Source: an optimization exercise on an open RTL-to-GDS flow (aim: small area, a short achievable clock period and few clock cycles per item). Production flows keep margins and buffers that such runs may drop. Only simulation tests tie the RTL to the original design; equivalence was not proved.

### flow/config.mk
export PLATFORM = sky130hd
export DESIGN_NAME = fnv_lane_mix
export DESIGN_NICKNAME = fnv_lane_mix
export VERILOG_FILES = /design/flow/design.v
export SDC_FILE = /design/flow/constraint.sdc
export NUM_CORES = 4
export LEC_CHECK = 0
export CAP_MARGIN = 20
export CORE_MARGIN = 2
export CORE_UTILIZATION = 70
export CTS_BUF_LIST = sky130_fd_sc_hd__clkbuf_8
export CTS_CLUSTER_DIAMETER = 50
export CTS_CLUSTER_SIZE = 18
export SETUP_SLACK_MARGIN = 1.8
export SLEW_MARGIN = 20
### flow/constraint.sdc
create_clock -name core_clock -period 7.0 [get_ports {clk}]
set_input_delay 1.4000 -clock core_clock [delete_from_list [all_inputs] [get_ports {clk}]]
set_output_delay 1.4000 -clock core_clock [all_outputs]
set_load 0.01 [all_outputs]
### flow/design.v
module fnv_lane_mix #(
  parameter int             LANES     = 4,
  parameter int             W         = 32,
  parameter logic [W-1:0]   FNV_PRIME = 32'h01000193
) (
  input  logic               clk,
  input  logic               rst,
  input  logic               in_valid,
  output logic               in_ready,
  input  logic [1:0]         mode,
  input  logic [LANES*W-1:0] a,
  input  logic [LANES*W-1:0] b,
  output logic               out_valid,
  input  logic               out_ready,
  output logic [LANES*W-1:0] c,
  output logic [W-1:0]       digest,
  output logic               out_err
);
  logic         adv;
  logic         v1_q, v2_q, v3_q;
  logic [1:0]   md1_q, md2_q, md3_q;
  logic         f1_q, f2_q;
  logic [W-1:0] r1_l0_q, r1_l3_q, r1_m1_q, r1_x1_q, r1_m2_q, r1_x2_q;
  logic [W-1:0] r2_l0_q, r2_l1_q, r2_l3_q, r2_m2_q, r2_x2_q;
  logic [W-1:0] r3_l0_q, r3_l1_q, r3_l3_q, r3_y2_q;
  logic [W-1:0] a0, a1, a2, a3, b0, b1, b2, b3;
  logic [W-1:0] bx0, bx1, bx2, bx3;
  logic [W-1:0] y0, y3, m1, x1, m2, x2, y1, y2;
  logic         l2;
  assign adv      = !v3_q || out_ready;
  assign in_ready = adv;
  assign {a3, a2, a1, a0} = a;
  assign {b3, b2, b1, b0} = b;
  assign bx0 = mode[0] ? a0 ^ b0 : a0;
  assign bx1 = mode[0] ? a1 ^ b1 : a1;
  assign bx2 = mode[0] ? a2 ^ b2 : a2;
  assign bx3 = mode[0] ? a3 ^ b3 : a3;
  fnv_mulpx u_mul0 (.x(bx0), .k(mode[1] ? a1 : mode[0] ? '0 : b0), .y(y0));
  fnv_mulpx u_mul3 (.x(bx3), .k(mode[0] ? '0 : b3), .y(y3));
  assign m1 = bx1;
  assign x1 = mode[1] ? a2 : mode[0] ? '0 : b1;
  assign m2 = bx2;
  assign x2 = mode[1] ? a3 : mode[0] ? '0 : b2;
  fnv_mulpx u_mul1 (.x(f1_q ? r1_l0_q : r1_m1_q), .k(r1_x1_q), .y(y1));
  assign l2 = !md2_q[1];
  fnv_mulpx u_mul2 (.x(f2_q ? r2_l1_q : r2_m2_q), .k(r2_x2_q), .y(y2));
  always_ff @(posedge clk) begin
    if (rst) begin
      v1_q <= 1'b0;
      v2_q <= 1'b0;
      v3_q <= 1'b0;
    end else if (adv) begin
      v1_q <= in_valid;
      v2_q <= v1_q;
      v3_q <= v2_q;
    end
  end
  always_ff @(posedge clk) begin
    if (adv) begin
      md1_q   <= mode;
      f1_q    <= (mode == 2'd2);
      r1_l0_q <= y0;
      r1_l3_q <= y3;
      r1_m1_q <= m1;
      r1_x1_q <= x1;
      r1_m2_q <= m2;
      r1_x2_q <= x2;
      md2_q   <= md1_q;
      f2_q    <= f1_q;
      r2_l0_q <= r1_l0_q;
      r2_l1_q <= y1;
      r2_l3_q <= r1_l3_q;
      r2_m2_q <= r1_m2_q;
      r2_x2_q <= r1_x2_q;
      md3_q   <= md2_q;
      r3_l0_q <= l2 ? r2_l0_q : '0;
      r3_l1_q <= l2 ? r2_l1_q : '0;
      r3_l3_q <= l2 ? r2_l3_q : '0;
      r3_y2_q <= y2;
    end
  end
  assign out_valid = v3_q;
  assign c         = {r3_l3_q, md3_q[1] ? '0 : r3_y2_q, r3_l1_q, r3_l0_q};
  assign digest    = (md3_q == 2'd2) ? r3_y2_q : '0;
  assign out_err   = (md3_q == 2'd3);
endmodule
module fnv_mulpx (input logic [31:0] x, input logic [31:0] k, output logic [31:0] y);
  logic [31:0] r0, r1;
  logic t1, t2, t3, t4, t5, t6, t7, t8, t9, t10, t11, t12, t13, t14, t15, t16;
  logic t17, t18, t19, t20, t21, t22, t23, t24, t25, t26, t27, t28, t29, t30, t31, t32;
  logic t33, t34, t35, t36, t37, t38, t39, t40, t41, t42, t43, t44, t45, t46, t47, t48;
  logic t49, t50, t51, t52, t53, t54, t55, t56, t57, t58, t59, t60, t61, t62, t63, t64;
  logic t65, t66, t67, t68, t69, t70, t71, t72, t73, t74, t75, t76, t77, t78, t79, t80;
  logic t81, t82, t83, t84, t85, t86, t87, t88, t89, t90, t91, t92, t93, t94, t95, t96;
  logic t97, t98, t99, t100, t101, t102, t103, t104, t105, t106, t107, t108, t109, t110, t111, t112;
  logic t113, t114, t115, t116, t117, t118, t119, t120, t121, t122, t123, t124, t125, t126, t127, t128;
  logic t129, t130, t131, t132, t133, t134, t135, t136, t137, t138, t139, t140, t141, t142, t143, t144;
  logic t145, t146, t147, t148, t149, t150, t151, t152, t153, t154, t155, t156, t157, t158, t159, t160;
  logic t161, t162, t163, t164, t165, t166;
  assign t1 = x[8] ^ x[7];
  assign t2 = x[8] & x[7];
  assign t3 = x[9] ^ x[8] ^ x[5];
  assign t4 = (x[9] & x[8]) | (x[9] & x[5]) | (x[8] & x[5]);
  assign t5 = x[10] ^ x[9] ^ x[6];
  assign t6 = (x[10] & x[9]) | (x[10] & x[6]) | (x[9] & x[6]);
  assign t7 = x[11] ^ x[10] ^ x[7];
  assign t8 = (x[11] & x[10]) | (x[11] & x[7]) | (x[10] & x[7]);
  assign t9 = x[12] ^ x[11] ^ x[8];
  assign t10 = (x[12] & x[11]) | (x[12] & x[8]) | (x[11] & x[8]);
  assign t11 = x[13] ^ x[12] ^ x[9];
  assign t12 = (x[13] & x[12]) | (x[13] & x[9]) | (x[12] & x[9]);
  assign t13 = x[14] ^ x[13] ^ x[10];
  assign t14 = (x[14] & x[13]) | (x[14] & x[10]) | (x[13] & x[10]);
  assign t15 = x[15] ^ x[14] ^ x[11];
  assign t16 = (x[15] & x[14]) | (x[15] & x[11]) | (x[14] & x[11]);
  assign t17 = x[16] ^ x[15] ^ x[12];
  assign t18 = (x[16] & x[15]) | (x[16] & x[12]) | (x[15] & x[12]);
  assign t19 = x[17] ^ x[16] ^ x[13];
  assign t20 = (x[17] & x[16]) | (x[17] & x[13]) | (x[16] & x[13]);
  assign t21 = x[18] ^ x[17] ^ x[14];
  assign t22 = (x[18] & x[17]) | (x[18] & x[14]) | (x[17] & x[14]);
  assign t23 = x[19] ^ x[18] ^ x[15];
  assign t24 = (x[19] & x[18]) | (x[19] & x[15]) | (x[18] & x[15]);
  assign t25 = x[20] ^ x[19] ^ x[16];
  assign t26 = (x[20] & x[19]) | (x[20] & x[16]) | (x[19] & x[16]);
  assign t27 = x[21] ^ x[20] ^ x[17];
  assign t28 = (x[21] & x[20]) | (x[21] & x[17]) | (x[20] & x[17]);
  assign t29 = x[22] ^ x[21] ^ x[18];
  assign t30 = (x[22] & x[21]) | (x[22] & x[18]) | (x[21] & x[18]);
  assign t31 = x[23] ^ x[22] ^ x[19];
  assign t32 = (x[23] & x[22]) | (x[23] & x[19]) | (x[22] & x[19]);
  assign t33 = x[24] ^ x[23] ^ x[20];
  assign t34 = (x[24] & x[23]) | (x[24] & x[20]) | (x[23] & x[20]);
  assign t35 = x[17] ^ x[16];
  assign t36 = x[17] & x[16];
  assign t37 = x[25] ^ x[24] ^ x[21];
  assign t38 = (x[25] & x[24]) | (x[25] & x[21]) | (x[24] & x[21]);
  assign t39 = x[18] ^ x[17] ^ x[1];
  assign t40 = (x[18] & x[17]) | (x[18] & x[1]) | (x[17] & x[1]);
  assign t41 = x[26] ^ x[25] ^ x[22];
  assign t42 = (x[26] & x[25]) | (x[26] & x[22]) | (x[25] & x[22]);
  assign t43 = x[19] ^ x[18] ^ x[2];
  assign t44 = (x[19] & x[18]) | (x[19] & x[2]) | (x[18] & x[2]);
  assign t45 = x[27] ^ x[26] ^ x[23];
  assign t46 = (x[27] & x[26]) | (x[27] & x[23]) | (x[26] & x[23]);
  assign t47 = x[20] ^ x[19] ^ x[3];
  assign t48 = (x[20] & x[19]) | (x[20] & x[3]) | (x[19] & x[3]);
  assign t49 = x[28] ^ x[27] ^ x[24];
  assign t50 = (x[28] & x[27]) | (x[28] & x[24]) | (x[27] & x[24]);
  assign t51 = x[21] ^ x[20] ^ x[4];
  assign t52 = (x[21] & x[20]) | (x[21] & x[4]) | (x[20] & x[4]);
  assign t53 = x[29] ^ x[28] ^ x[25];
  assign t54 = (x[29] & x[28]) | (x[29] & x[25]) | (x[28] & x[25]);
  assign t55 = x[22] ^ x[21] ^ x[5];
  assign t56 = (x[22] & x[21]) | (x[22] & x[5]) | (x[21] & x[5]);
  assign t57 = x[30] ^ x[29] ^ x[26];
  assign t58 = (x[30] & x[29]) | (x[30] & x[26]) | (x[29] & x[26]);
  assign t59 = x[23] ^ x[22] ^ x[6];
  assign t60 = (x[23] & x[22]) | (x[23] & x[6]) | (x[22] & x[6]);
  assign t61 = x[31] ^ x[30] ^ x[27];
  assign t62 = x[24] ^ x[23] ^ x[7];
  assign t63 = x[7] ^ x[6];
  assign t64 = x[7] & x[6];
  assign t65 = t1 ^ x[4] ^ x[1];
  assign t66 = (t1 & x[4]) | (t1 & x[1]) | (x[4] & x[1]);
  assign t67 = t3 ^ x[2] ^ x[1];
  assign t68 = (t3 & x[2]) | (t3 & x[1]) | (x[2] & x[1]);
  assign t69 = t5 ^ x[3] ^ x[2];
  assign t70 = (t5 & x[3]) | (t5 & x[2]) | (x[3] & x[2]);
  assign t71 = t7 ^ x[4] ^ x[3];
  assign t72 = (t7 & x[4]) | (t7 & x[3]) | (x[4] & x[3]);
  assign t73 = t9 ^ x[5] ^ x[4];
  assign t74 = (t9 & x[5]) | (t9 & x[4]) | (x[5] & x[4]);
  assign t75 = t11 ^ x[6] ^ x[5];
  assign t76 = (t11 & x[6]) | (t11 & x[5]) | (x[6] & x[5]);
  assign t77 = t13 ^ x[7] ^ x[6];
  assign t78 = (t13 & x[7]) | (t13 & x[6]) | (x[7] & x[6]);
  assign t79 = t15 ^ x[8] ^ x[7];
  assign t80 = (t15 & x[8]) | (t15 & x[7]) | (x[8] & x[7]);
  assign t81 = t17 ^ x[9] ^ x[8];
  assign t82 = (t17 & x[9]) | (t17 & x[8]) | (x[9] & x[8]);
  assign t83 = t19 ^ x[10] ^ x[9];
  assign t84 = (t19 & x[10]) | (t19 & x[9]) | (x[10] & x[9]);
  assign t85 = t21 ^ x[11] ^ x[10];
  assign t86 = (t21 & x[11]) | (t21 & x[10]) | (x[11] & x[10]);
  assign t87 = t23 ^ x[12] ^ x[11];
  assign t88 = (t23 & x[12]) | (t23 & x[11]) | (x[12] & x[11]);
  assign t89 = t25 ^ x[13] ^ x[12];
  assign t90 = (t25 & x[13]) | (t25 & x[12]) | (x[13] & x[12]);
  assign t91 = t27 ^ x[14] ^ x[13];
  assign t92 = (t27 & x[14]) | (t27 & x[13]) | (x[14] & x[13]);
  assign t93 = t29 ^ x[15] ^ x[14];
  assign t94 = (t29 & x[15]) | (t29 & x[14]) | (x[15] & x[14]);
  assign t95 = t31 ^ x[16] ^ x[15];
  assign t96 = (t31 & x[16]) | (t31 & x[15]) | (x[16] & x[15]);
  assign t97 = t33 ^ t35 ^ x[0];
  assign t98 = (t33 & t35) | (t33 & x[0]) | (t35 & x[0]);
  assign t99 = t37 ^ t39 ^ t34;
  assign t100 = (t37 & t39) | (t37 & t34) | (t39 & t34);
  assign t101 = t41 ^ t43 ^ t38;
  assign t102 = (t41 & t43) | (t41 & t38) | (t43 & t38);
  assign t103 = t45 ^ t47 ^ t42;
  assign t104 = (t45 & t47) | (t45 & t42) | (t47 & t42);
  assign t105 = t49 ^ t51 ^ t46;
  assign t106 = (t49 & t51) | (t49 & t46) | (t51 & t46);
  assign t107 = t53 ^ t55 ^ t50;
  assign t108 = (t53 & t55) | (t53 & t50) | (t55 & t50);
  assign t109 = t57 ^ t59 ^ t54;
  assign t110 = (t57 & t59) | (t57 & t54) | (t59 & t54);
  assign t111 = t61 ^ t62 ^ t58;
  assign t112 = x[4] ^ x[3];
  assign t113 = x[4] & x[3];
  assign t114 = x[5] ^ x[4] ^ x[1];
  assign t115 = (x[5] & x[4]) | (x[5] & x[1]) | (x[4] & x[1]);
  assign t116 = x[6] ^ x[5] ^ x[2];
  assign t117 = (x[6] & x[5]) | (x[6] & x[2]) | (x[5] & x[2]);
  assign t118 = t63 ^ x[3] ^ x[0];
  assign t119 = (t63 & x[3]) | (t63 & x[0]) | (x[3] & x[0]);
  assign t120 = t65 ^ x[0] ^ t64;
  assign t121 = (t65 & x[0]) | (t65 & t64) | (x[0] & t64);
  assign t122 = t67 ^ t2 ^ t66;
  assign t123 = (t67 & t2) | (t67 & t66) | (t2 & t66);
  assign t124 = t69 ^ t4 ^ t68;
  assign t125 = (t69 & t4) | (t69 & t68) | (t4 & t68);
  assign t126 = t71 ^ t6 ^ t70;
  assign t127 = (t71 & t6) | (t71 & t70) | (t6 & t70);
  assign t128 = t73 ^ t8 ^ t72;
  assign t129 = (t73 & t8) | (t73 & t72) | (t8 & t72);
  assign t130 = t75 ^ t10 ^ t74;
  assign t131 = (t75 & t10) | (t75 & t74) | (t10 & t74);
  assign t132 = t77 ^ t12 ^ t76;
  assign t133 = (t77 & t12) | (t77 & t76) | (t12 & t76);
  assign t134 = t79 ^ t14 ^ t78;
  assign t135 = (t79 & t14) | (t79 & t78) | (t14 & t78);
  assign t136 = t81 ^ t16 ^ t80;
  assign t137 = (t81 & t16) | (t81 & t80) | (t16 & t80);
  assign t138 = t83 ^ t18 ^ t82;
  assign t139 = (t83 & t18) | (t83 & t82) | (t18 & t82);
  assign t140 = t85 ^ t20 ^ t84;
  assign t141 = (t85 & t20) | (t85 & t84) | (t20 & t84);
  assign t142 = t87 ^ t22 ^ t86;
  assign t143 = (t87 & t22) | (t87 & t86) | (t22 & t86);
  assign t144 = t89 ^ t24 ^ t88;
  assign t145 = (t89 & t24) | (t89 & t88) | (t24 & t88);
  assign t146 = t91 ^ t26 ^ t90;
  assign t147 = (t91 & t26) | (t91 & t90) | (t26 & t90);
  assign t148 = t93 ^ t28 ^ t92;
  assign t149 = (t93 & t28) | (t93 & t92) | (t28 & t92);
  assign t150 = t95 ^ t30 ^ t94;
  assign t151 = (t95 & t30) | (t95 & t94) | (t30 & t94);
  assign t152 = t97 ^ t32 ^ t96;
  assign t153 = (t97 & t32) | (t97 & t96) | (t32 & t96);
  assign t154 = t99 ^ t36 ^ t98;
  assign t155 = (t99 & t36) | (t99 & t98) | (t36 & t98);
  assign t156 = t101 ^ t40 ^ t100;
  assign t157 = (t101 & t40) | (t101 & t100) | (t40 & t100);
  assign t158 = t103 ^ t44 ^ t102;
  assign t159 = (t103 & t44) | (t103 & t102) | (t44 & t102);
  assign t160 = t105 ^ t48 ^ t104;
  assign t161 = (t105 & t48) | (t105 & t104) | (t48 & t104);
  assign t162 = t107 ^ t52 ^ t106;
  assign t163 = (t107 & t52) | (t107 & t106) | (t52 & t106);
  assign t164 = t109 ^ t56 ^ t108;
  assign t165 = (t109 & t56) | (t109 & t108) | (t56 & t108);
  assign t166 = t111 ^ t60 ^ t110;
  assign r0 = {t166, t164, t162, t160, t158, t156, t154, t152, t150, t148, t146, t144, t142, t140, t138, t136, t134, t132, t130, t128, t126, t124, t122, t120, t118, t116, t114, t112, x[3], x[2], x[1], x[0]};
  assign r1 = {t165, t163, t161, t159, t157, t155, t153, t151, t149, t147, t145, t143, t141, t139, t137, t135, t133, t131, t129, t127, t125, t123, t121, t119, t117, t115, t113, x[0], x[2], x[1], x[0], 1'b0};
  logic [31:0] g0, p0;
  assign g0 = r0 & r1;
  assign p0 = r0 ^ r1;
  logic gg1; assign gg1 = g0[1] | (p0[1] & g0[0]);
  logic pp1; assign pp1 = p0[1] & p0[0];
  logic gg2; assign gg2 = g0[3] | (p0[3] & g0[2]);
  logic pp2; assign pp2 = p0[3] & p0[2];
  logic gg3; assign gg3 = g0[5] | (p0[5] & g0[4]);
  logic pp3; assign pp3 = p0[5] & p0[4];
  logic gg4; assign gg4 = g0[7] | (p0[7] & g0[6]);
  logic pp4; assign pp4 = p0[7] & p0[6];
  logic gg5; assign gg5 = g0[9] | (p0[9] & g0[8]);
  logic pp5; assign pp5 = p0[9] & p0[8];
  logic gg6; assign gg6 = g0[11] | (p0[11] & g0[10]);
  logic pp6; assign pp6 = p0[11] & p0[10];
  logic gg7; assign gg7 = g0[13] | (p0[13] & g0[12]);
  logic pp7; assign pp7 = p0[13] & p0[12];
  logic gg8; assign gg8 = g0[15] | (p0[15] & g0[14]);
  logic pp8; assign pp8 = p0[15] & p0[14];
  logic gg9; assign gg9 = g0[17] | (p0[17] & g0[16]);
  logic pp9; assign pp9 = p0[17] & p0[16];
  logic gg10; assign gg10 = g0[19] | (p0[19] & g0[18]);
  logic pp10; assign pp10 = p0[19] & p0[18];
  logic gg11; assign gg11 = g0[21] | (p0[21] & g0[20]);
  logic pp11; assign pp11 = p0[21] & p0[20];
  logic gg12; assign gg12 = g0[23] | (p0[23] & g0[22]);
  logic pp12; assign pp12 = p0[23] & p0[22];
  logic gg13; assign gg13 = g0[25] | (p0[25] & g0[24]);
  logic pp13; assign pp13 = p0[25] & p0[24];
  logic gg14; assign gg14 = g0[27] | (p0[27] & g0[26]);
  logic pp14; assign pp14 = p0[27] & p0[26];
  logic gg15; assign gg15 = g0[29] | (p0[29] & g0[28]);
  logic pp15; assign pp15 = p0[29] & p0[28];
  logic gg16; assign gg16 = g0[31] | (p0[31] & g0[30]);
  logic pp16; assign pp16 = p0[31] & p0[30];
  logic gg17; assign gg17 = g0[2] | (p0[2] & gg1);
  logic pp17; assign pp17 = p0[2] & pp1;
  logic gg18; assign gg18 = gg2 | (pp2 & gg1);
  logic pp18; assign pp18 = pp2 & pp1;
  logic gg19; assign gg19 = g0[6] | (p0[6] & gg3);
  logic pp19; assign pp19 = p0[6] & pp3;
  logic gg20; assign gg20 = gg4 | (pp4 & gg3);
  logic pp20; assign pp20 = pp4 & pp3;
  logic gg21; assign gg21 = g0[10] | (p0[10] & gg5);
  logic pp21; assign pp21 = p0[10] & pp5;
  logic gg22; assign gg22 = gg6 | (pp6 & gg5);
  logic pp22; assign pp22 = pp6 & pp5;
  logic gg23; assign gg23 = g0[14] | (p0[14] & gg7);
  logic pp23; assign pp23 = p0[14] & pp7;
  logic gg24; assign gg24 = gg8 | (pp8 & gg7);
  logic pp24; assign pp24 = pp8 & pp7;
  logic gg25; assign gg25 = g0[18] | (p0[18] & gg9);
  logic pp25; assign pp25 = p0[18] & pp9;
  logic gg26; assign gg26 = gg10 | (pp10 & gg9);
  logic pp26; assign pp26 = pp10 & pp9;
  logic gg27; assign gg27 = g0[22] | (p0[22] & gg11);
  logic pp27; assign pp27 = p0[22] & pp11;
  logic gg28; assign gg28 = gg12 | (pp12 & gg11);
  logic pp28; assign pp28 = pp12 & pp11;
  logic gg29; assign gg29 = g0[26] | (p0[26] & gg13);
  logic pp29; assign pp29 = p0[26] & pp13;
  logic gg30; assign gg30 = gg14 | (pp14 & gg13);
  logic pp30; assign pp30 = pp14 & pp13;
  logic gg31; assign gg31 = g0[30] | (p0[30] & gg15);
  logic pp31; assign pp31 = p0[30] & pp15;
  logic gg32; assign gg32 = gg16 | (pp16 & gg15);
  logic pp32; assign pp32 = pp16 & pp15;
  logic gg33; assign gg33 = g0[4] | (p0[4] & gg18);
  logic pp33; assign pp33 = p0[4] & pp18;
  logic gg34; assign gg34 = gg3 | (pp3 & gg18);
  logic pp34; assign pp34 = pp3 & pp18;
  logic gg35; assign gg35 = gg19 | (pp19 & gg18);
  logic pp35; assign pp35 = pp19 & pp18;
  logic gg36; assign gg36 = gg20 | (pp20 & gg18);
  logic pp36; assign pp36 = pp20 & pp18;
  logic gg37; assign gg37 = g0[12] | (p0[12] & gg22);
  logic pp37; assign pp37 = p0[12] & pp22;
  logic gg38; assign gg38 = gg7 | (pp7 & gg22);
  logic pp38; assign pp38 = pp7 & pp22;
  logic gg39; assign gg39 = gg23 | (pp23 & gg22);
  logic pp39; assign pp39 = pp23 & pp22;
  logic gg40; assign gg40 = gg24 | (pp24 & gg22);
  logic pp40; assign pp40 = pp24 & pp22;
  logic gg41; assign gg41 = g0[20] | (p0[20] & gg26);
  logic pp41; assign pp41 = p0[20] & pp26;
  logic gg42; assign gg42 = gg11 | (pp11 & gg26);
  logic pp42; assign pp42 = pp11 & pp26;
  logic gg43; assign gg43 = gg27 | (pp27 & gg26);
  logic pp43; assign pp43 = pp27 & pp26;
  logic gg44; assign gg44 = gg28 | (pp28 & gg26);
  logic pp44; assign pp44 = pp28 & pp26;
  logic gg45; assign gg45 = g0[28] | (p0[28] & gg30);
  logic pp45; assign pp45 = p0[28] & pp30;
  logic gg46; assign gg46 = gg15 | (pp15 & gg30);
  logic pp46; assign pp46 = pp15 & pp30;
  logic gg47; assign gg47 = gg31 | (pp31 & gg30);
  logic pp47; assign pp47 = pp31 & pp30;
  logic gg48; assign gg48 = gg32 | (pp32 & gg30);
  logic pp48; assign pp48 = pp32 & pp30;
  logic gg49; assign gg49 = g0[8] | (p0[8] & gg36);
  logic pp49; assign pp49 = p0[8] & pp36;
  logic gg50; assign gg50 = gg5 | (pp5 & gg36);
  logic pp50; assign pp50 = pp5 & pp36;
  logic gg51; assign gg51 = gg21 | (pp21 & gg36);
  logic pp51; assign pp51 = pp21 & pp36;
  logic gg52; assign gg52 = gg22 | (pp22 & gg36);
  logic pp52; assign pp52 = pp22 & pp36;
  logic gg53; assign gg53 = gg37 | (pp37 & gg36);
  logic pp53; assign pp53 = pp37 & pp36;
  logic gg54; assign gg54 = gg38 | (pp38 & gg36);
  logic pp54; assign pp54 = pp38 & pp36;
  logic gg55; assign gg55 = gg39 | (pp39 & gg36);
  logic pp55; assign pp55 = pp39 & pp36;
  logic gg56; assign gg56 = gg40 | (pp40 & gg36);
  logic pp56; assign pp56 = pp40 & pp36;
  logic gg57; assign gg57 = g0[24] | (p0[24] & gg44);
  logic pp57; assign pp57 = p0[24] & pp44;
  logic gg58; assign gg58 = gg13 | (pp13 & gg44);
  logic pp58; assign pp58 = pp13 & pp44;
  logic gg59; assign gg59 = gg29 | (pp29 & gg44);
  logic pp59; assign pp59 = pp29 & pp44;
  logic gg60; assign gg60 = gg30 | (pp30 & gg44);
  logic pp60; assign pp60 = pp30 & pp44;
  logic gg61; assign gg61 = gg45 | (pp45 & gg44);
  logic pp61; assign pp61 = pp45 & pp44;
  logic gg62; assign gg62 = gg46 | (pp46 & gg44);
  logic pp62; assign pp62 = pp46 & pp44;
  logic gg63; assign gg63 = gg47 | (pp47 & gg44);
  logic pp63; assign pp63 = pp47 & pp44;
  logic gg64; assign gg64 = gg48 | (pp48 & gg44);
  logic pp64; assign pp64 = pp48 & pp44;
  logic gg65; assign gg65 = g0[16] | (p0[16] & gg56);
  logic pp65; assign pp65 = p0[16] & pp56;
  logic gg66; assign gg66 = gg9 | (pp9 & gg56);
  logic pp66; assign pp66 = pp9 & pp56;
  logic gg67; assign gg67 = gg25 | (pp25 & gg56);
  logic pp67; assign pp67 = pp25 & pp56;
  logic gg68; assign gg68 = gg26 | (pp26 & gg56);
  logic pp68; assign pp68 = pp26 & pp56;
  logic gg69; assign gg69 = gg41 | (pp41 & gg56);
  logic pp69; assign pp69 = pp41 & pp56;
  logic gg70; assign gg70 = gg42 | (pp42 & gg56);
  logic pp70; assign pp70 = pp42 & pp56;
  logic gg71; assign gg71 = gg43 | (pp43 & gg56);
  logic pp71; assign pp71 = pp43 & pp56;
  logic gg72; assign gg72 = gg44 | (pp44 & gg56);
  logic pp72; assign pp72 = pp44 & pp56;
  logic gg73; assign gg73 = gg57 | (pp57 & gg56);
  logic pp73; assign pp73 = pp57 & pp56;
  logic gg74; assign gg74 = gg58 | (pp58 & gg56);
  logic pp74; assign pp74 = pp58 & pp56;
  logic gg75; assign gg75 = gg59 | (pp59 & gg56);
  logic pp75; assign pp75 = pp59 & pp56;
  logic gg76; assign gg76 = gg60 | (pp60 & gg56);
  logic pp76; assign pp76 = pp60 & pp56;
  logic gg77; assign gg77 = gg61 | (pp61 & gg56);
  logic pp77; assign pp77 = pp61 & pp56;
  logic gg78; assign gg78 = gg62 | (pp62 & gg56);
  logic pp78; assign pp78 = pp62 & pp56;
  logic gg79; assign gg79 = gg63 | (pp63 & gg56);
  logic pp79; assign pp79 = pp63 & pp56;
  logic gg80; assign gg80 = gg64 | (pp64 & gg56);
  logic pp80; assign pp80 = pp64 & pp56;
  logic [31:0] cc;
  assign cc[0] = 1'b0;
  assign cc[1] = g0[0];
  assign cc[2] = gg1;
  assign cc[3] = gg17;
  assign cc[4] = gg18;
  assign cc[5] = gg33;
  assign cc[6] = gg34;
  assign cc[7] = gg35;
  assign cc[8] = gg36;
  assign cc[9] = gg49;
  assign cc[10] = gg50;
  assign cc[11] = gg51;
  assign cc[12] = gg52;
  assign cc[13] = gg53;
  assign cc[14] = gg54;
  assign cc[15] = gg55;
  assign cc[16] = gg56;
  assign cc[17] = gg65;
  assign cc[18] = gg66;
  assign cc[19] = gg67;
  assign cc[20] = gg68;
  assign cc[21] = gg69;
  assign cc[22] = gg70;
  assign cc[23] = gg71;
  assign cc[24] = gg72;
  assign cc[25] = gg73;
  assign cc[26] = gg74;
  assign cc[27] = gg75;
  assign cc[28] = gg76;
  assign cc[29] = gg77;
  assign cc[30] = gg78;
  assign cc[31] = gg79;
  assign y = (p0 ^ k) ^ cc;
endmodule
### flow/flow/run.sh
#!/bin/bash
# Standard layout, but the port buffers that placement inserts on every input and
# output are the smallest buffer (buf_1); timing repair resizes them where needed.
set -euo pipefail
bash standard.sh BUFFER_PORTS_ARGS="-buffer_cell sky130_fd_sc_hd__buf_1" finish > flow_standard.log 2>&1
### flow/standard.sh
#!/bin/bash
# synth_recipe.tcl (not shown) runs the flow's synth.tcl, then flattens the netlist and writes it again
# the make line also repeats each setting of config.mk as NAME=value (left out here)
make -C /OpenROAD-flow-scripts/flow DESIGN_CONFIG=/design/flow/config.mk WORK_HOME=/design/flow/orfs CLKGATE_MAP_FILE= SYNTH_SCRIPT=/design/flow/synth_recipe.tcl "${@:-finish}"
==> results.tsv, run 1 <==
stage	metric	value	unit
synthesis	Syn Area/Cell	12.10	sq um
run	max_cap viols	0	
floorplanning	Die ar.	49740	sq um
floorplanning	io pins	425	
synthesis	Netlist cell types	71	
routing	routed len/inst	24.74	um
finish	Area Growth Syn to Fin	15.21	%
sta	RSZ-0062 raised after global routing	yes	
worst_hold_path	Hold WC Path Type	flip-flop to flip-flop	
finish	Final Util	81.37	%
critical_path	crit path to	r3_y2_q[31]	
floorplanning	Die Wd	223.0	um
floorplanning	die height	223.0	um
floorplanning	FP Rows	80	
clock_tree	CTS tree	yes	
clock_tree	CTS clk-pin slew, worst paths	0.10	ns
sta	worst setup skew after layout	0.04491	ns
global_route	GRT Util Overall	38.43	%
critical_path	crit-path cells	buf_6 > buf_6 > buf_4 > mux2i_4 > inv_2 > fa_1 > fa_1 > fa_1 > ha_1 > a2111oi_0 > o21ai_0 > o21ai_2 > nand4_1 > a41o_1 > mux2i_2 > a2111oi_4	
routing	post-route ant nets	0	
synthesis	Mapped Nets	3452	
clock_tree	Clock H-tree levels	2	
placement	Placer Congestion	1.052	
critical_path	CP arrival	5.65	ns
clock_tree	Clock Tree Buf Depth	3	
sta	Final Max Slew Viols	0	
floorplanning	Initial Util	70.63	%
global_route	via count of the first global-routing pass	24017	
sta	TNS Setup	0	ns
routing	final wirelength	97260	um
global_route	first-pass GRT wire length	140400	um
synthesis	number of enable flip-flop cells after synthesis	488	
routing	via/cell ratio	6.031	
placement	hpwl dp	74270	um
routing	TritonRoute pass-1 iters	10	
critical_path	Worst path max stage delay	0.54	ns
synthesis	register bit total from synthesis	491	
critical_path	Reg-to-Reg Start	f2_q	
clock_tree	cts bufs inserted	46	
sta	max_slew headroom	20.10	%
worst_hold_path	Worst Min Path Start	r1_l3_q[2]	
sta	ratio of final minimum period to clock period	74.02	%
sta	endpoints failing setup	0	
clock_tree	number of hold buffers added after cts	0	
critical_path	Crit Path Max Fanout	4	
critical_path	setup slack, reg-to-reg	1.82	ns
routing	Initial DRC Count	2728	
critical_path	reg2reg end	r3_y2_q[31]	
critical_path	critical path required time	7.47	ns
finish	Nets	3947	
global_route	global route total overflow	0	
global_route	initial antenna violation count	13	
critical_path	R2R cell count	16	
clock_tree	clk latency of the worst-skew pair	0.70	ns
synthesis	synthesized area	33580	sq um
synthesis	post-synthesis sequential area ratio	43.82	%
finish	commonest cells after routing, fill and taps aside	edfxtp_1, buf_1, xnor2_1	
routing	Post-route DRC	0	
sta	Final Hold Viols	0	
finish	most common cell after layout, fill and taps aside	edfxtp_1	
critical_path	cell mode on critical path	fa_1	
global_route	pin count of the biggest net entering global routing	182	
sta	Max Freq	193.0	MHz
critical_path	Crit. End Element	flip-flop	
clock_tree	Clock Root Buffer	clkbuf_8	
synthesis	synth top area cells	edfxtp_1, fa_1, xnor2_1	
synthesis	Top FF cell, synth	edfxtp_1	
floorplanning	CORE AREA	47550	sq um
synthesis	synthesis warning total	1	
sta	minimum clock period	5.182	ns
clock_tree	Clock Sinks	491	
synthesis	Cells after Synth	2776	
critical_path	Worst Setup SP	f2_q	
placement	# port buffers	424	
critical_path	Worst setup SP type	flip-flop	
critical_path	WS Path Type	flip-flop to flip-flop	
synthesis	post-synth top area cell	edfxtp_1	
run_status	status	complete, no violations	
finish	share of cells above drive strength 1	11.01	%
routing	vias after detailed routing	23709	
synthesis	share of the synthesized area in the top cell type	43.64	%
sta	worst-margin pin slew	1.199	ns
synthesis	FFs w/ async S/R, synth	0	%
critical_path	slowest CP cell	fa_1	
critical path, delay by kind of cell, from the launching register on:
kind | cells | cell delay [ns]
adders and majority gates | 4 | 1.84
AOI/OAI and AO/OA | 5 | 1.54
buffers and inverters | 4 | 0.57
DFF | 1 | 0.44
muxes | 2 | 0.40
and+or+nand+nor | 1 | 0.16
kinds of logic after synthesis:
logic type / Yosys count / synth area share [%]
and+or+nand+nor: 598 / 9.177
DFF: 491 / 43.82
xor gates and xnor gates: 486 / 12.94
adders and majority gates: 424 / 21.40
buffers and inverters: 363 / 4.095
AOI/OAI and AO/OA: 347 / 6.483
muxes: 67 / 2.094
metal layers:
| layer | vias to the layer above | global-route usage (%) | share of wire, % |
|---|---|---|---|
| met4 | 8 | 19.57 | 5.9 |
| li1 | 10277 | - | - |
| met1 | 11669 | 49.57 | 36 |
| met3 | 315 | 9.048 | 10 |
| met2 | 1440 | 61.57 | 47 |
| met5 | - | 0 | 0.046 |
per-stage QoR:
| step | instance area (sq um) | instances | hold WS, ns | setup WS, ns |
|---|---|---|---|---|
| after floorplan | 34280 | 2776 | 0.4003 | 0.8145 |
| after global placement | 36570 | 3778 | 0.4004 | 0.5461 |
| after detailed placement | 36570 | 3778 | 0.4045 | 0.5032 |
| after CTS | 37960 | 3879 | 0.4080 | 1.750 |
| after global routing | 38680 | 3929 | 0.4233 | 1.669 |
| final | 38690 | 3931 | 0.4114 | 1.818 |
flip-flops by register name, summed over array words and instances, names as in the netlist:
register  count
r3_y2_q      32
r2_m2_q      32
r1_x2_q      32
md2_q         2
r3_l0_q      32
r2_l0_q      32
md1_q         2
f1_q          1
v3_q          1
r2_x2_q      32
md3_q         2
f2_q          1
r1_m2_q      32
r3_l1_q      32
r1_m1_q      32
r1_l3_q      32
r2_l1_q      32
r3_l3_q      32
v2_q          1
r2_l3_q      32
v1_q          1
r1_x1_q      32
r1_l0_q      32
synth_stat cells (all sizes together), types with 9 or more instances:
| master | instances |
|---|---|
| inv | 292 |
| a21oi | 107 |
| a22oi | 31 |
| ha | 160 |
| nand2 | 225 |
| or2 | 9 |
| nor2b | 153 |
| fa | 254 |
| mux2i | 41 |
| nand4 | 9 |
| and2 | 38 |
| buf | 15 |
| o21ai | 98 |
| o21bai | 15 |
| clkbuf | 55 |
| maj3 | 10 |
| xor2 | 111 |
| mux2 | 26 |
| xnor2 | 373 |
| edfxtp | 488 |
| a21o | 41 |
| nor2 | 40 |
| nand2b | 80 |
| nand3 | 19 |
layout make-up:
cell class,count,area [sq um]
multi-input combinational,1922,18640
sequential,491,14710
fill,2651,8856
timing repair buffer,517,2400
inverter,293,1111
tap,615,769.5
clock buffer,47,646.9
clock inverter,37,382.9
antenna,9,22.52
how the worst min path moves through the flow:
| stage | end | cells past startpoint |
|---|---|---|
| finish | r2_l3_q[2] | 0 |
| global route | r2_l3_q[2] | 0 |
| CTS | r2_l0_q[0] | 0 |
| detailed placement | r2_l3_q[12] | 0 |
| global placement | md2_q[1] | 0 |
| floorplan | md2_q[0] | 0 |
timing repair:
item | in CTS | in global routing
cloned | 0 | 1
setup endpoints to repair | 66 | 32
resized for setup | 37 | 67
setup buffers | 17 | 42
pin swaps | 7 | 26
Testbench counts, summed over its fixed seeds: cycles 4,824, items 4,800.
==> run 2: changes to the inputs <==
--- a/flow/config.mk
+++ b/flow/config.mk
@@ -8,8 +8,8 @@
 export CAP_MARGIN = 20
 export CORE_MARGIN = 2
-export CORE_UTILIZATION = 70
+export CORE_UTILIZATION = 65
 export CTS_BUF_LIST = sky130_fd_sc_hd__clkbuf_8
 export CTS_CLUSTER_DIAMETER = 50
 export CTS_CLUSTER_SIZE = 18
-export SETUP_SLACK_MARGIN = 1.8
+export SETUP_SLACK_MARGIN = 2.0
 export SLEW_MARGIN = 20
==> results.tsv, run 2 <==
stage	metric	value	unit	change
global_route	via count of the first global-routing pass	23403		-2.6%
clock_tree	Clock Tree Buf Depth	3		unchanged
routing	vias after detailed routing	23096		-2.6%
synthesis	post-synth top area cell	edfxtp_1		
synthesis	most frequent cell after synthesis	edfxtp_1		
synthesis	FFs w/ async S/R, synth	0	%	unchanged
synthesis	Syn Area/Cell	12.10	sq um	unchanged
floorplanning	die height	231.3	um	+3.7%
worst_hold_path	Hold WC Path Type	flip-flop to flip-flop		
synthesis	commonest cells in the netlist	edfxtp_1, xnor2_1, inv_1		
synthesis	register bit total from synthesis	491		unchanged
synthesis	Mapped Nets	3452		unchanged
synthesis	share of the synthesized area in the top cell type	43.64	%	unchanged
finish	Area Growth Syn to Fin	19.18	%	
finish	final non-filler cell total	4029		+2.5%
critical_path	Crit Path Max Fanout	7		+3
critical_path	Worst path max stage delay	0.59	ns	+0.05 ns
sta	Max Freq	197.7	MHz	+2.4%
placement	hpwl dp	74230	um	about the same
sta	endpoints failing setup	0		unchanged
sta	worst setup skew after layout	0.03966	ns	-0.005251 ns
floorplanning	FP Rows	83		+3.8%
critical_path	slowest CP cell	fa_2		
placement	Placer Congestion	1.004		-4.5%
finish	most common cell after layout, fill and taps aside	edfxtp_1		
placement	placed insts	3847		+1.8%
sta	TNS Setup	0	ns	unchanged
critical_path	WS Path Type	flip-flop to flip-flop		
finish	Nets	3982		+0.89%
sta	minimum clock period	5.059	ns	-0.1224 ns
routing	routed len/inst	23.88	um	-3.5%
global_route	global route total overflow	0		unchanged
synthesis	Top FF cell, synth	edfxtp_1		
floorplanning	Die Wd	231.3	um	+3.7%
routing	Post-route DRC	0		unchanged
routing	via/cell ratio	5.732		-5.0%
critical_path	Crit. End Element	flip-flop		
sta	max_slew headroom	28.27	%	+8.2 points
sta	RSZ-0062 raised after global routing	yes		
global_route	initial antenna violation count	14		+1
clock_tree	Clock H-tree levels	2		unchanged
critical_path	CP arrival	5.62	ns	-0.03 ns
sta	ratio of final minimum period to clock period	72.27	%	-1.7 points
synthesis	synthesized area	33580	sq um	unchanged
clock_tree	CTS clk-pin slew, worst paths	0.11	ns	about the same
sta	Final Max Slew Viols	0		unchanged
clock_tree	CTS tree	yes		
sta	Final Hold Viols	0		unchanged
routing	post-route ant nets	0		unchanged
placement	pre-CTS setup slack	0.6070	ns	+0.1038 ns
critical_path	critical path required time	7.56	ns	+0.09 ns
synthesis	number of enable flip-flop cells after synthesis	488		unchanged
floorplanning	CORE AREA	51200	sq um	+7.7%
floorplanning	Initial Util	65.59	%	-5.0 points
placement	# port buffers	424		unchanged
routing	final wirelength	96200	um	-1.1%
global_route	GRT Util Overall	35.58	%	-2.9 points
synthesis	Netlist cell types	71		unchanged
clock_tree	Clock Sinks	491		unchanged
run	max_cap viols	0		unchanged
routing	TritonRoute pass-1 iters	5		-5
finish	share of cells above drive strength 1	14.54	%	+3.5 points
floorplanning	io pins	425		unchanged
global_route	pin count of the biggest net entering global routing	175		-3.8%
sta	Final WS setup	1.941	ns	+0.1224 ns
global_route	first-pass GRT wire length	139300	um	-0.78%
sta	worst-margin pin slew	1.076	ns	-0.1226 ns
synthesis	synth top area cells	edfxtp_1, fa_1, xnor2_1		
clock_tree	Clock Root Buffer	clkbuf_8		
run_status	status	complete, no violations		
synthesis	post-synthesis sequential area ratio	43.82	%	unchanged
synthesis	Cells after Synth	2776		unchanged
floorplanning	Die ar.	53500	sq um	+7.6%
synthesis	synthesis warning total	1		unchanged
critical_path	Worst setup SP type	flip-flop		
routing	Initial DRC Count	2180		-20%
clock_tree	cts bufs inserted	45		-2.2%
clock_tree	clk latency of the worst-skew pair	0.69	ns	about the same
critical_path	crit-path cells	buf_12 > mux2i_4 > inv_1 > fa_1 > fa_2 > fa_1 > ha_2 > a21o_1 > a211o_1 > o32ai_2 > a211o_1 > nand4_1 > a41o_1 > mux2i_1 > a2111oi_2 > buf_4		
finish	commonest cells after routing, fill and taps aside	edfxtp_1, buf_1, xnor2_1		
[run 2: cell type report]
cell class / instances / area, sq um
multi-input cells: 1922 / 19430
repair buffers: 553 / 2913
diodes: 6 / 15.01
clock inverters: 37 / 332.8
fillers: 3208 / 11170
inverters: 293 / 1124
clock buffers: 47 / 646.9
well taps: 680 / 850.8
flip-flops and latches: 491 / 14710
[run 2: stage by stage]
stage / hold slack, ns / util, % / instance area, sq um
floorplan: 0.4003 / - / 34370
global placement: 0.4005 / 71.86 / 36790
detailed placement: 0.4045 / 71.86 / 36790
CTS: 0.4140 / 75.67 / 38740
global route: 0.4212 / 78.17 / 40020
finish: 0.4143 / 78.18 / 40020
[run 2: cells by family after synthesis]
logic type | share of synthesized area, %
AOI/OAI and AO/OA | 6.483
xor gates and xnor gates | 12.94
adders and majority gates | 21.40
buffers and inverters | 4.095
DFF | 43.82
muxes | 2.094
and+or+nand+nor | 9.177
[run 2: repair_timing]
action	in CTS	in global routing
setup buffers	39	45
pin swaps	23	61
cloned	4	4
endpoints found under the setup margin	67	42
hold buffers	0	0
resized for setup	97	145
[run 2: worst paths after layout]
path / endpoint / cells past startpoint / slack, ns / start
setup reg to reg: r3_y2_q[31] / 16 / 1.94 / f2_q
setup / recovery: r3_y2_q[31] / 16 / 1.94 / f2_q
hold reg to reg: r2_l3_q[23] / 0 / 0.41 / r1_l3_q[23]
hold / removal: r2_l3_q[23] / 0 / 0.41 / r1_l3_q[23]
[run 2: worst max-delay path, delay by kind of cell, from the launching register on]
kind | cells | cell delay [ns]
buf+inv | 3 | 0.58
mux | 2 | 0.48
fa+ha+maj | 4 | 1.78
flops | 1 | 0.40
compound gates | 6 | 1.55
simple gates | 1 | 0.12
[run 2: layer usage]
layer | routed length (um) | track usage [%]
met1 | 37590 | 48.40
met2 | 45610 | 57.34
met3 | 8955 | 7.406
met4 | 3930 | 12.46
met5 | 111 | 0
==> run 3: changes to the inputs <==
--- a/flow/config.mk
+++ b/flow/config.mk
@@ -12,4 +12,4 @@
 export CTS_CLUSTER_DIAMETER = 50
 export CTS_CLUSTER_SIZE = 18
-export SETUP_SLACK_MARGIN = 2.0
+export SETUP_SLACK_MARGIN = 1.6
 export SLEW_MARGIN = 20
==> results.tsv, run 3 <==
stage	metric	value	unit	change
run_status	status	complete, no violations		
routing	via/cell ratio	5.639		-1.6%
finish	Final Instance Area	38060	sq um	-4.9%
placement	DP Area	36580	sq um	-0.58%
finish	Register Area	14710	sq um	unchanged
sta	Max Freq	190.3	MHz	-3.7%
sta	ratio of final minimum period to clock period	75.05	%	+2.8 points
synthesis	synthesized area	33580	sq um	unchanged
run	max_cap viols	0		unchanged
critical_path	Crit Path Max Fanout	30		+23
synthesis	Syn Area/Cell	12.10	sq um	unchanged
global_route	GR Layer Usage met2	52.55	%	-4.8 points
synthesis	share of the synthesized area in the top cell type	43.64	%	unchanged
floorplanning	CORE AREA	51200	sq um	unchanged
synthesis	synthesis warning total	1		unchanged
sta	worst-margin pin slew	1.049	ns	-0.02742 ns
placement	pre-CTS setup slack	0.6194	ns	+0.01242 ns
finish	share of cells above drive strength 1	8.043	%	-6.5 points
critical_path	critical path required time	7.41	ns	-0.15 ns
synthesis	Mapped Nets	3452		unchanged
critical_path	WS Path Type	input pin to flip-flop		
synthesis	Top FF cell, synth	edfxtp_1		
sta	worst setup skew after layout	0.05881	ns	+0.01915 ns
worst_hold_path	worst hold stages	0		unchanged
finish	final non-filler cell total	3952		-1.9%
critical_path	reg2reg end	r3_y2_q[31]		
finish	Area Growth Syn to Fin	13.32	%	
clock_tree	CTS tree	yes		
global_route	busiest layer in global routing	met2		
routing	Post-route DRC	0		unchanged
clock_tree	Clock H-tree levels	2		unchanged
synthesis	synth top area cells	edfxtp_1, fa_1, xnor2_1		
sta	final hold slack	0.4079	ns	-0.006398 ns
critical_path	Worst setup SP type	input pin		
critical_path	Crit. End Element	flip-flop		
worst_hold_path	Worst Min Path Start	r1_m2_q[6]		
worst_hold_path	Hold WC Path Type	flip-flop to flip-flop		
finish	commonest cells after routing, fill and taps aside	edfxtp_1, buf_1, xnor2_1		
synthesis	Netlist cell types	71		unchanged
routing	Initial DRC Count	2026		-7.1%
worst_hold_path	Hold Crit Endpoint	r2_m2_q[6]		
critical_path	Reg-to-Reg Start	f2_q		
finish	Fill cells	3530		+10%
floorplanning	Initial Util	65.59	%	unchanged
sta	TNS Setup	0	ns	unchanged
synthesis	commonest cells in the netlist	edfxtp_1, xnor2_1, inv_1		
routing	final wirelength	88730	um	-7.8%
sta	Final WS setup	1.746	ns	-0.1944 ns
synthesis	register bit total from synthesis	491		unchanged
sta	RSZ-0062 raised after global routing	yes		
floorplanning	FP Rows	83		unchanged
sta	minimum clock period	5.254	ns	+0.1944 ns
floorplanning	Die Wd	231.3	um	unchanged
synthesis	post-synthesis sequential area ratio	43.82	%	unchanged
finish	most common cell after layout, fill and taps aside	edfxtp_1		
floorplanning	io pins	425		unchanged
global_route	GRT Util Overall	33.75	%	-1.8 points
floorplanning	die height	231.3	um	unchanged
sta	endpoints failing setup	0		unchanged
routing	post-route ant nets	0		unchanged
routing	TritonRoute pass-1 iters	6		+1
sta	Final Hold Viols	0		unchanged
finish	multi-input logic area	18150	sq um	-6.6%
global_route	global route total overflow	0		unchanged
placement	Placer Congestion	1.016		+1.2%
synthesis	most frequent cell after synthesis	edfxtp_1		
synthesis	Cells after Synth	2776		unchanged
global_route	first-pass GRT wire length	133500	um	-4.2%
clock_tree	cts bufs inserted	47		+4.4%
sta	max_slew headroom	28.10	%	-0.17 points
critical_path	setup slack, reg-to-reg	1.78	ns	-0.16 ns
global_route	pin count of the biggest net entering global routing	171		-2.3%
placement	# port buffers	424		unchanged
global_route	via count of the first global-routing pass	22718		-2.9%
routing	routed len/inst	22.45	um	-6.0%
finish	Nets	3908		-1.9%
placement	hpwl dp	71450	um	-3.7%
routing	vias after detailed routing	22286		-3.5%
global_route	met1 Usage GRT	47.19	%	-1.2 points
sta	Final Max Slew Viols	0		unchanged
placement	placed insts	3848		+0.026%
global_route	initial antenna violation count	6		-8
synthesis	post-synth top area cell	edfxtp_1		
clock_tree	CTS clk-pin slew, worst paths	0.10	ns	about the same
global_route	met3 Use GR	5.795	%	-1.6 points
floorplanning	Die ar.	53500	sq um	unchanged
clock_tree	Clock Root Buffer	clkbuf_8		
clock_tree	clk latency of the worst-skew pair	0.69	ns	about the same
clock_tree	Clock Sinks	491		unchanged
synthesis	FFs w/ async S/R, synth	0	%	unchanged
critical_path	CP arrival	5.66	ns	+0.04 ns
critical_path	R2R cell count	15		-1
synthesis	number of enable flip-flop cells after synthesis	488		unchanged
clock_tree	Clock Tree Buf Depth	3		unchanged
[run 3: how the worst max path moves through the flow]
| stage | from | endpoint | cells past startpoint |
|---|---|---|---|
| 2_1_floorplan | out_ready | in_ready | 1 |
| 3_3_place_gp | mode[0] | r1_l0_q[30] | 17 |
| 3_5_place_dp | mode[0] | r1_l0_q[30] | 17 |
| 4_1_cts | f2_q | r3_y2_q[31] | 17 |
| 5_1_grt | f2_q | r3_y2_q[31] | 17 |
| 6_report | mode[0] | r1_l0_q[30] | 17 |
[run 3: critical path: stages]
cell and delay [ns]:
buf_12 0.19, buf_6 0.20, nand2_1 0.14, xnor2_4 0.30, inv_2 0.11, fa_1 0.56
a21oi_1 0.05, or2_2 0.30, fa_1 0.52, ha_4 0.31, and3_1 0.18, nand3_1 0.11
or4_1 0.51, o32a_1 0.26, o21ba_4 0.24, o21bai_1 0.16, xnor2_1 0.08
[run 3: per-stage QoR]
stage,utilization [%]
after global placement,71.44
after global routing,74.33
after detailed placement,71.44
after CTS,73.77
final,74.33
after floorplan,-
[run 3: area by class of cell]
cell class / count / share of cell area (%)
multi-input cells: 1922 / 47.69
diodes: 2 / 0.01315
inverters: 293 / 2.900
clock inverters: 36 / 1.131
flip-flops and latches: 491 / 38.67
repair buffers: 477 / 5.517
well taps: 680 / 2.236
clock buffers: 51 / 1.844
[run 3: per-layer routing]
layer	up-vias	wire length [um]
met5	-	35
met4	6	4352
met3	182	7372
met2	953	40950
met1	10957	36030
li1	10188	-
[run 3: logic make-up (layout without fill, tap and decap cells)]
logic type               count (synthesis)  after routing  share of synthesized area, %
AO/OA/AOI/OAI                          347            347                         6.483
XOR/XNOR                               486            486                         12.94
adder cells (fa/ha/maj)                424            424                         21.40
buffers and inverters                  363            857                         4.095
flip-flops                             491            491                         43.82
multiplexers                            67             67                         2.094
other                                    0              2                             0
AND/OR/NAND/NOR                        598            598                         9.177
[run 3: what timing repair did]
item | in CTS | in global routing
resized for setup | 5 | 25
pin swaps | 1 | 5
buffers inserted | 2 | 12
hold buffers | 0 | 0
endpoints found under the setup margin | 18 | 30
==> run 4: changes to the inputs <==
--- a/flow/config.mk
+++ b/flow/config.mk
@@ -12,4 +12,5 @@
 export CTS_CLUSTER_DIAMETER = 50
 export CTS_CLUSTER_SIZE = 18
-export SETUP_SLACK_MARGIN = 1.6
+export SETUP_SLACK_MARGIN = 1.8
 export SLEW_MARGIN = 20
+export SYNTH_HIERARCHICAL = 1
==> results.tsv, run 4 <==
stage	metric	value	unit	change
synthesis	Syn Area/Cell	12.18	sq um	+0.71%
routing	via/cell ratio	5.825		+3.3%
critical_path	Crit. End Element	flip-flop		
finish	Area Growth Syn to Fin	16.13	%	
clock_tree	Clock H-tree levels	2		unchanged
clock_tree	cts bufs inserted	52		+11%
floorplanning	CORE AREA	52660	sq um	+2.8%
synthesis	number of enable flip-flop cells after synthesis	488		unchanged
clock_tree	CTS tree	yes		
sta	max_slew headroom	31.54	%	+3.4 points
sta	minimum clock period	5.120	ns	-0.1338 ns
critical_path	setup slack, reg-to-reg	1.98	ns	+0.20 ns
run_status	status	complete, no violations		
global_route	via count of the first global-routing pass	24544		+8.0%
sta	final hold slack	0.4136	ns	+0.005688 ns
clock_tree	CTS clk-pin slew, worst paths	0.10	ns	about the same
sta	ratio of final minimum period to clock period	73.14	%	-1.9 points
floorplanning	Initial Util	65.83	%	+0.23 points
routing	routed len/inst	23.02	um	+2.5%
critical_path	Worst setup SP type	input pin		
synthesis	FFs w/ async S/R, synth	0	%	unchanged
sta	worst-margin pin slew	1.027	ns	-0.02172 ns
critical_path	CP arrival	5.59	ns	-0.07 ns
finish	commonest cells after routing, fill and taps aside	edfxtp_1, buf_1, inv_1		
finish	Fill cells	3392		-3.9%
critical_path	R2R cell count	17		+2
critical_path	Crit Path Max Fanout	7		-77%
routing	Initial DRC Count	2165		+6.9%
routing	vias after detailed routing	23620		+6.0%
sta	Max Freq	195.3	MHz	+2.6%
critical_path	crit-path cells	clkbuf_16 > buf_6 > nand2_4 > xnor2_4 > inv_2 > fa_1 > inv_1 > fa_1 > fa_1 > ha_4 > o21ai_4 > a21oi_2 > o31ai_4 > a21oi_4 > or4_1 > o211a_1		
worst_hold_path	Hold Crit Endpoint	r2_m2_q[10]		
clock_tree	Clock Sinks	491		unchanged
floorplanning	io pins	425		unchanged
global_route	first-pass GRT wire length	142900	um	+7.0%
global_route	GRT Util Overall	34.19	%	+0.43 points
placement	Placer Congestion	0.9677		-4.8%
run	max_cap viols	0		unchanged
synthesis	register bit total from synthesis	491		unchanged
sta	worst setup skew after layout	0.04085	ns	-0.01797 ns
floorplanning	Die ar.	55190	sq um	+3.2%
sta	RSZ-0062 raised after global routing	yes		
global_route	initial antenna violation count	3		-3
finish	most common cell after layout, fill and taps aside	edfxtp_1		
critical_path	cell mode on critical path	fa_1		
synthesis	Top FF cell, synth	edfxtp_1		
synthesis	Netlist cell types	58		-18%
clock_tree	Clock Root Buffer	clkbuf_8		
placement	hpwl dp	73170	um	+2.4%
worst_hold_path	Worst Min Path Start	r1_m2_q[10]		
synthesis	synth top area cells	edfxtp_1, fa_1, xnor2_1		
global_route	pin count of the biggest net entering global routing	179		+4.7%
worst_hold_path	Hold WC Path Type	flip-flop to flip-flop		
floorplanning	Die Wd	234.9	um	+1.6%
clock_tree	clk latency of the worst-skew pair	0.70	ns	about the same
clock_tree	number of hold buffers added after cts	0		unchanged
routing	final wirelength	93360	um	+5.2%
synthesis	synthesized area	34660	sq um	+3.2%
worst_hold_path	worst hold stages	0		unchanged
placement	placed insts	3921		+1.9%
finish	final non-filler cell total	4055		+2.6%
critical_path	critical path required time	7.47	ns	+0.06 ns
synthesis	Mapped Nets	3555		+3.0%
floorplanning	FP Rows	84		+1.2%
floorplanning	die height	234.9	um	+1.6%
sta	Final Hold Viols	0		unchanged
synthesis	most frequent cell after synthesis	edfxtp_1		
clock_tree	Clock Tree Buf Depth	3		unchanged
synthesis	Cells after Synth	2845		+2.5%
global_route	global route total overflow	0		unchanged
placement	# port buffers	424		unchanged
routing	post-route ant nets	0		unchanged
synthesis	share of the synthesized area in the top cell type	42.28	%	-1.4 points
routing	TritonRoute pass-1 iters	6		unchanged
synthesis	commonest cells in the netlist	edfxtp_1, inv_1, fa_1		
sta	Final Max Slew Viols	0		unchanged
critical_path	WS Path Type	input pin to flip-flop		
synthesis	synthesis warning total	7		+6
routing	Post-route DRC	0		unchanged
critical_path	reg2reg end	r3_y2_q[21]		
critical_path	Reg-to-Reg Start	f2_q		
finish	Nets	4033		+3.2%
critical_path	Worst path max stage delay	0.56	ns	about the same
sta	endpoints failing setup	0		unchanged
critical_path	slowest CP cell	fa_1		
synthesis	post-synthesis sequential area ratio	42.45	%	-1.4 points
finish	share of cells above drive strength 1	13.67	%	+5.6 points
synthesis	post-synth top area cell	edfxtp_1		
-- run 4: changes by cell type after synthesis, sizes merged, moves of 48 or more --
cell,before,now
inv,292,454
a22o,2,95
nand2b,80,11
xnor2,373,304
fa,254,308
o21ai,98,50
-- run 4: per-module statistics from Yosys (local to each module, per instance) --
module | cells inside | flops+latches
fnv_lane_mix | 1177 | 491
fnv_mulpx | 417 | 0
-- run 4: area by class of cell --
class / count / area, sq um / share of cell area (%)
inverter: 454 / 1708 / 4.243
tap: 688 / 860.8 / 2.139
timing repair buffer: 487 / 2232 / 5.545
clock buffer: 54 / 743.2 / 1.846
clock inverter: 41 / 556.8 / 1.383
antenna: 3 / 7.507 / 0.01865
sequential: 491 / 14710 / 36.55
multi-input combinational: 1837 / 19430 / 48.27
-- run 4: worst max-delay path: cells and delay by family --
kind	cells	cell delay (ns)
AO/OA/AOI/OAI	5	1.11
XOR/XNOR	1	0.19
adder cells (fa/ha/maj)	4	1.80
buffers and inverters	4	0.48
AND/OR/NAND/NOR	2	0.57
-- run 4: logic make-up after synthesis --
family | after synthesis | synth area share [%]
AO/OA/AOI/OAI | 382 | 8.422
AND/OR/NAND/NOR | 566 | 8.588
multiplexers | 65 | 2.108
flip-flops | 491 | 42.45
adder cells (fa/ha/maj) | 448 | 22.84
buffers and inverters | 517 | 6.090
XOR/XNOR | 376 | 9.501
-- run 4: timing repair --
action,CTS,global route
gates cloned,1,4
setup endpoints to repair,37,46
resized for setup,6,37
setup buffers,11,20
pin swaps,4,25
-- run 4: metal layers --
layer | track usage (%) | vias up | wire length (um)
met5 | 0 | - | 12
met4 | 10.64 | 2 | 3235
met3 | 5.674 | 182 | 7403
met2 | 55.86 | 1005 | 44970
met1 | 47.45 | 11869 | 37740
li1 | - | 10562 | -
-- run 4: how the worst max path moves through the flow --
stage,startpoint,end,depth (start not counted)
finish,mode[0],r1_l0_q[30],16
detailed placement,mode[0],r1_l3_q[30],17
CTS,mode[0],r1_l3_q[30],17
floorplan,out_ready,f1_q,2
global placement,mode[0],r1_l3_q[30],19
global route,mode[0],r1_l0_q[30],18
-- run 4: through the flow --
stage / setup WS, ns / util (%) / cell area [sq um] / setup TNS [ns]
after detailed placement: 0.5203 / 72.88 / 38380 / 0
final: 1.880 / 76.45 / 40250 / 0
after floorplan: -2.306 / - / 36150 / -1127.86
after global placement: 0.6610 / 72.88 / 38380 / 0
after CTS: 1.719 / 75.64 / 39830 / 0
after global routing: 1.738 / 76.43 / 40250 / 0
==> run 5: changes to the inputs <==
--- a/flow/config.mk
+++ b/flow/config.mk
@@ -14,3 +14,2 @@
 export SETUP_SLACK_MARGIN = 1.8
 export SLEW_MARGIN = 20
-export SYNTH_HIERARCHICAL = 1
==> results.tsv, run 5 <==
stage	metric	value	unit	change
floorplanning	die height	231.3	um	-1.5%
synthesis	most frequent cell after synthesis	edfxtp_1		
routing	post-route ant nets	0		unchanged
floorplanning	Die ar.	53500	sq um	-3.1%
placement	hpwl dp	72850	um	-0.44%
synthesis	synthesis warning total	1		-6
synthesis	Syn Area/Cell	12.10	sq um	-0.71%
sta	TNS Setup	0	ns	unchanged
synthesis	register bit total from synthesis	491		unchanged
sta	minimum clock period	5.171	ns	+0.05167 ns
finish	commonest cells after routing, fill and taps aside	edfxtp_1, buf_1, xnor2_1		
worst_hold_path	worst hold stages	0		unchanged
synthesis	Cells after Synth	2776		-2.4%
placement	placed insts	3842		-2.0%
critical_path	WS Path Type	input pin to flip-flop		
finish	most common cell after layout, fill and taps aside	edfxtp_1		
sta	Max Freq	193.4	MHz	-1.0%
synthesis	Top FF cell, synth	edfxtp_1		
global_route	via count of the first global-routing pass	22999		-6.3%
routing	vias after detailed routing	22555		-4.5%
critical_path	Buf+Inv Stages, Crit Path	5		+1
clock_tree	clk latency of the worst-skew pair	0.66	ns	-0.04 ns
critical_path	setup slack, reg-to-reg	2.00	ns	+0.02 ns
global_route	first-pass GRT wire length	135200	um	-5.3%
synthesis	post-synthesis sequential area ratio	43.82	%	+1.4 points
synthesis	FFs w/ async S/R, synth	0	%	unchanged
sta	Final Hold Viols	0		unchanged
placement	Placer Congestion	0.9997		+3.3%
critical_path	Crit. End Element	flip-flop		
clock_tree	CTS tree	yes		
clock_tree	Clock Root Buffer	clkbuf_8		
finish	share of cells above drive strength 1	10.54	%	-3.1 points
critical_path	cell mode on critical path	fa_1		
global_route	pin count of the biggest net entering global routing	176		-1.7%
sta	max_slew headroom	27.35	%	-4.2 points
finish	Final Util	75.37	%	-1.1 points
routing	via/cell ratio	5.699		-2.2%
critical_path	family with the most delay on the worst path	adder cells		
clock_tree	Clock Sinks	491		unchanged
synthesis	post-synth top area cell	edfxtp_1		
critical_path	crit-path cells	buf_1 > nand2_4 > xor2_4 > inv_2 > fa_1 > fa_1 > inv_1 > fa_1 > inv_2 > ha_4 > and3_4 > a21boi_1 > o31a_1 > inv_1 > o32a_1 > o21ba_4 > o21bai_1 > xnor2_1		
clock_tree	Clock Tree Buf Depth	3		unchanged
critical_path	Worst setup SP type	input pin		
critical_path	critical path required time	7.39	ns	-0.08 ns
floorplanning	CORE AREA	51200	sq um	-2.8%
critical_path	R2R cell count	17		unchanged
sta	Final Max Slew Viols	0		unchanged
placement	# port buffers	424		unchanged
synthesis	commonest cells in the netlist	edfxtp_1, xnor2_1, inv_1		
sta	worst-margin pin slew	1.090	ns	+0.06284 ns
routing	routed len/inst	23.04	um	about the same
finish	Area Growth Syn to Fin	14.90	%	
routing	final wirelength	91180	um	-2.3%
routing	TritonRoute pass-1 iters	6		unchanged
clock_tree	Clock H-tree levels	2		unchanged
sta	final hold slack	0.4262	ns	+0.01255 ns
critical_path	Worst path max stage delay	0.50	ns	-0.06 ns
routing	Post-route DRC	0		unchanged
synthesis	Mapped Nets	3452		-2.9%
global_route	GRT Util Overall	34.29	%	+0.10 points
critical_path	Crit Path Max Fanout	4		-3
global_route	global route total overflow	0		unchanged
floorplanning	Initial Util	65.59	%	-0.23 points
critical_path	CP arrival	5.56	ns	-0.03 ns
critical_path	slowest CP cell	fa_1		
synthesis	number of enable flip-flop cells after synthesis	488		unchanged
worst_hold_path	Hold WC Path Type	flip-flop to flip-flop		
critical_path	number of stages on the worst setup path	18		+2
floorplanning	Die Wd	231.3	um	-1.5%
floorplanning	FP Rows	83		-1.2%
synthesis	synthesized area	33580	sq um	-3.1%
sta	worst setup skew after layout	0.03483	ns	-0.006019 ns
floorplanning	io pins	425		unchanged
sta	endpoints failing setup	0		unchanged
routing	Initial DRC Count	1912		-12%
finish	Nets	3923		-2.7%
global_route	initial antenna violation count	12		+9
synthesis	synth top area cells	edfxtp_1, fa_1, xnor2_1		
run_status	status	complete, no violations		
clock_tree	CTS clk-pin slew, worst paths	0.10	ns	about the same
sta	ratio of final minimum period to clock period	73.88	%	+0.74 points
finish	final non-filler cell total	3958		-2.4%
clock_tree	cts bufs inserted	42		-19%
synthesis	share of the synthesized area in the top cell type	43.64	%	+1.4 points
run	max_cap viols	0		unchanged
synthesis	Netlist cell types	71		+22%
sta	RSZ-0062 raised after global routing	yes		
## run 5: layout make-up
| cell class | instances | area [sq um] |
|---|---|---|
| tap | 680 | 850.8 |
| sequential | 491 | 14710 |
| clock inverter | 28 | 315.3 |
| clock buffer | 43 | 591.8 |
| timing repair buffer | 497 | 2287 |
| inverter | 293 | 1110 |
| multi-input combinational | 1922 | 18710 |
| antenna | 4 | 10.01 |
| fill | 3459 | 12610 |
## run 5: worst register-to-register path, stage by stage, from the launching register on
cell	delay (ns)
edfxtp_1	0.47
buf_12	0.20
mux2_4	0.37
fa_1	0.56
inv_1	0.07
fa_1	0.56
inv_1	0.07
fa_1	0.46
ha_2	0.36
nand3_1	0.13
a21boi_0	0.11
o41ai_2	0.33
o21ai_2	0.16
buf_4	0.17
a41o_1	0.27
a21o_1	0.21
a21oi_1	0.17
xnor2_1	0.09
## run 5: logic make-up after synthesis
| group | count (synthesis) | share of synthesized area (%) |
|---|---|---|
| simple gates | 598 | 9.177 |
| flops | 491 | 43.82 |
| xor+xnor | 486 | 12.94 |
| fa+ha+maj | 424 | 21.40 |
| buf+inv | 363 | 4.095 |
| compound gates | 347 | 6.483 |
| mux | 67 | 2.094 |
## run 5: per-layer routing
layer / share of wire [%] / routed length, um / up-vias / GRT usage (%)
li1: - / - / 10222 / -
met1: 39 / 35770 / 11076 / 46.80
met2: 46 / 41760 / 1033 / 52.51
met3: 9.3 / 8469 / 214 / 7.726
met4: 5.6 / 5116 / 10 / 16.59
met5: 0.068 / 62 / - / 0
## run 5: stage by stage
step           setup slack (ns)  cell area, sq um
2_1_floorplan            0.8145             34280
3_3_place_gp             0.7256             36660
3_5_place_dp             0.6116             36660
4_1_cts                   1.773             37830
5_1_grt                   1.736             38590
6_report                  1.829             38590
## run 5: timing repair
item | 4_1_cts | 5_1_grt
endpoints found under the setup margin | 52 | 39
gates cloned | 0 | 2
resized for setup | 32 | 93
setup buffers | 8 | 31
pin swaps | 4 | 18
hold buffers | 0 | 0
## run 5: path summary, 6_finish.rpt
path | startpoint | endpoint
max | b[11] | r1_l0_q[30]
min | r1_l3_q[3] | r2_l3_q[3]
max reg2reg | f1_q | r2_l1_q[22]
min reg2reg | r1_l3_q[3] | r2_l3_q[3]

==> port drivers added, routing unchanged <==
The flow's constraints put no driver on any port. The routed layouts listed below were extracted and timed again, unchanged, in two steps.
Step 1: set_driving_cell puts a clkbuf_16 on clk and a buf_2 on each other input, an assumption about the parent block.
Step 2 also shifts input and output timing later by t, the mid clock arrival at the registers, as if the neighbouring blocks saw the same clock.
Three values: no drivers, after step 1, after step 2; two values: the first two.
run | t (ns) | setup slack, ns | worst setup path at the end | latest minus earliest clock arrival (ns) | pins driven straight from the clock port
run 1 | 0.736 | 1.818 / 1.751 / 1.014 | input to register | 0.045 / 0.045 | 1
run 2 | 0.728 | 1.941 / 1.807 / 1.080 | input to register | 0.046 / 0.047 | 1
run 3 | 0.726 | 1.746 / 1.743 / 1.017 | input to register | 0.065 / 0.064 | 1
run 4 | 0.738 | 1.880 / 1.696 / 0.958 | input to register | 0.047 / 0.047 | 1
run 5 | 0.705 | 1.829 / 1.687 / 0.982 | input to register | 0.041 / 0.042 | 1
After both steps every run listed still meets setup and hold. For run 4, which loses most, drivers alone change the setup slack by -0.184 ns; drivers and shift together by -0.922 ns.
